Background: an optimization exercise with open tools, aiming at small area. Do not read the settings as production practice. The RTL was checked by simulation tests, not by an equivalence proof against the original design. No activity file was given, so power comes from the tool's default toggle rates.

## m_reg_read
module m_reg_read #(
  parameter int XLEN      = 32,
  parameter int PAYLOAD_W = 32,
  parameter int BYPASS    = 1
) (
  input  logic                 clk,
  input  logic                 rst_n,
  input  logic                 in_valid,
  output logic                 in_ready,
  input  logic [4:0]           in_rd,
  input  logic [4:0]           in_rs,
  input  logic [4:0]           in_rq,
  input  logic                 in_rd_we,
  input  logic [PAYLOAD_W-1:0] in_payload,
  output logic                 out_valid,
  input  logic                 out_ready,
  output logic [4:0]           out_rd,
  output logic                 out_rd_we,
  output logic [XLEN-1:0]      out_rs_val,
  output logic [XLEN-1:0]      out_rq_val,
  output logic [PAYLOAD_W-1:0] out_payload,
  input  logic                 wb_valid,
  input  logic [4:0]           wb_rd,
  input  logic [XLEN-1:0]      wb_data,
  input  logic                 flush
);
Settings: LEC_CHECK=0, CAP_MARGIN=10, CORE_MARGIN=2, CORE_UTILIZATION=60, SLEW_MARGIN=10, SYNTH_HIERARCHICAL=1, SYNTH_MINIMUM_KEEP_SIZE=0; clock period 5.5 ns.
standard.sh (not shown) runs the stock make flow with config.mk's settings and CLKGATE_MAP_FILE= SYNTH_SCRIPT=/design/flow/synth_recipe.tcl, a recipe that flattens the netlist after the stock synthesis.
==> flow/flow/run.sh <==
#!/bin/bash
set -uo pipefail
export CTS_ARGS="-sink_clustering_enable -repair_clock_nets -dont_use_dummy_load -buf_list sky130_fd_sc_hd__clkbuf_4 -sink_clustering_size 9 -sink_clustering_max_diameter 40"
export BUFFER_PORTS_ARGS="-buffer_cell sky130_fd_sc_hd__buf_1"
bash standard.sh finish > flow_make.log 2>&1
The baseline finished with timing, DRC and antenna clean.
Rerun with:
==> flow/flow/run.sh (replaced) <==
#!/bin/bash
set -uo pipefail
export CTS_ARGS="-sink_clustering_enable -repair_clock_nets -dont_use_dummy_load -buf_list sky130_fd_sc_hd__clkbuf_4 -sink_clustering_size 10 -sink_clustering_max_diameter 50"
export BUFFER_PORTS_ARGS="-buffer_cell sky130_fd_sc_hd__buf_1"
bash standard.sh finish > flow_make.log 2>&1
Settings changed: CAP_MARGIN 10 to 20, CORE_UTILIZATION 60 to 40, SLEW_MARGIN 10 to 20.
The new run finished with timing, DRC and antenna clean.
Setup slack improved by 0.11 ns.
Register-to-register slack improves by 0.29 ns.
Non-clock buffer count is higher by 46.
Clock power is lower by about 4%.

== the reference run ==
Another version of the RTL of m_reg_read (not shown whole).
Size: roughly 3700 cells after synthesis, about 1200 flip-flops, about 200 I/O pins, about 44000 µm² of cells after synthesis.
Design m_reg_read, start of the top module:
module m_reg_read #(
  parameter int XLEN      = 32,
  parameter int PAYLOAD_W = 32,
  parameter int BYPASS    = 1
) (
  input  logic                 clk,
  input  logic                 rst_n,
  input  logic                 in_valid,
  output logic                 in_ready,
  input  logic [4:0]           in_rd,
  input  logic [4:0]           in_rs,
  input  logic [4:0]           in_rq,
  input  logic                 in_rd_we,
  input  logic [PAYLOAD_W-1:0] in_payload,
  output logic                 out_valid,
  input  logic                 out_ready,
  output logic [4:0]           out_rd,
  output logic                 out_rd_we,
  output logic [XLEN-1:0]      out_rs_val,
  output logic [XLEN-1:0]      out_rq_val,
  output logic [PAYLOAD_W-1:0] out_payload,
  input  logic                 wb_valid,
  input  logic [4:0]           wb_rd,
  input  logic [XLEN-1:0]      wb_data,
  input  logic                 flush
);
clock: 5.5 ns
lec_check: 0
cap_margin: 10
core_margin: 2
core_utilization: 60
slew_margin: 10
synth_hierarchical: 1
synth_minimum_keep_size: 0
==> flow/flow/run.sh <==
#!/bin/bash
set -uo pipefail
export CTS_ARGS="-sink_clustering_enable -repair_clock_nets -dont_use_dummy_load -buf_list sky130_fd_sc_hd__clkbuf_4 -sink_clustering_size 9 -sink_clustering_max_diameter 40"
export BUFFER_PORTS_ARGS="-buffer_cell sky130_fd_sc_hd__buf_1"
bash standard.sh finish > flow_make.log 2>&1
The reference run: full flow OK, the timing, design-rule and antenna checks passed
Edits applied to the flow inputs when going from the reference run to the trial run:
Settings: CORE_UTILIZATION: 60 -> 50; SLEW_MARGIN: 10 -> 20; CAP_MARGIN: 10 -> 20.
Delta (the trial run minus the reference run): combinational power barely changed; total of fill cells in the finished design went up 35%; power share of the combinational group held. The reference run ended up with fewer cell instances than the trial run did. Across both runs, number of buffers added by the clock tree synthesis step was higher for the trial run than for the reference run. Max freq the reference run -> the trial run: degraded. The met1 routed wirelength after detailed routing reported for the trial run is greater than that of the reference run by 10%. Full die area: the trial run vs the reference run up 20%. The post-route worst hold slack in the trial run sits 0.014 ns below the value recorded for the reference run.

static timing again, ports no longer ideal:
Ports are ideal in the flow. The routed layouts listed here were re-timed in OpenROAD. Step 1, drivers: a clkbuf_16 drives clk and a buf_2 each remaining input, both assumed. Step 2 moves the port delays by t, midway between the first and last clock arrival at a register: inputs arrive t later, outputs are due t later. That takes back most of the time a late clock gives input paths. Three values: no drivers, after step 1, after step 2; two values: the first two.
| run | shift t [ns] | setup WS [ns] | latest minus earliest clock arrival (ns) | worst slew at a driven data input, ns | cell pins on the clock port's net |
|---|---|---|---|---|---|
| the first run of note 1 | 1.073 | 0.858 / 0.831 / -0.003 | 0.169 / 0.170 | 0.08 | 1 |
| the second run of note 1 | 1.119 | 0.973 / 0.944 / 0.284 | 0.154 / 0.155 | 0.07 | 1 |
| the reference run | 1.143 | 0.685 / 0.648 / 0.123 | 0.141 / 0.141 | 0.05 | 1 |
| the trial run | 1.204 | 0.458 / 0.419 / 0.209 | 0.148 / 0.149 | 0.05 | 1 |
With both steps, setup timing fails in the first run of note 1, where it was met with ideal ports. The setup slack of the first run of note 1, which loses most, moves by -0.027 ns with the drivers and by -0.861 ns with both steps.
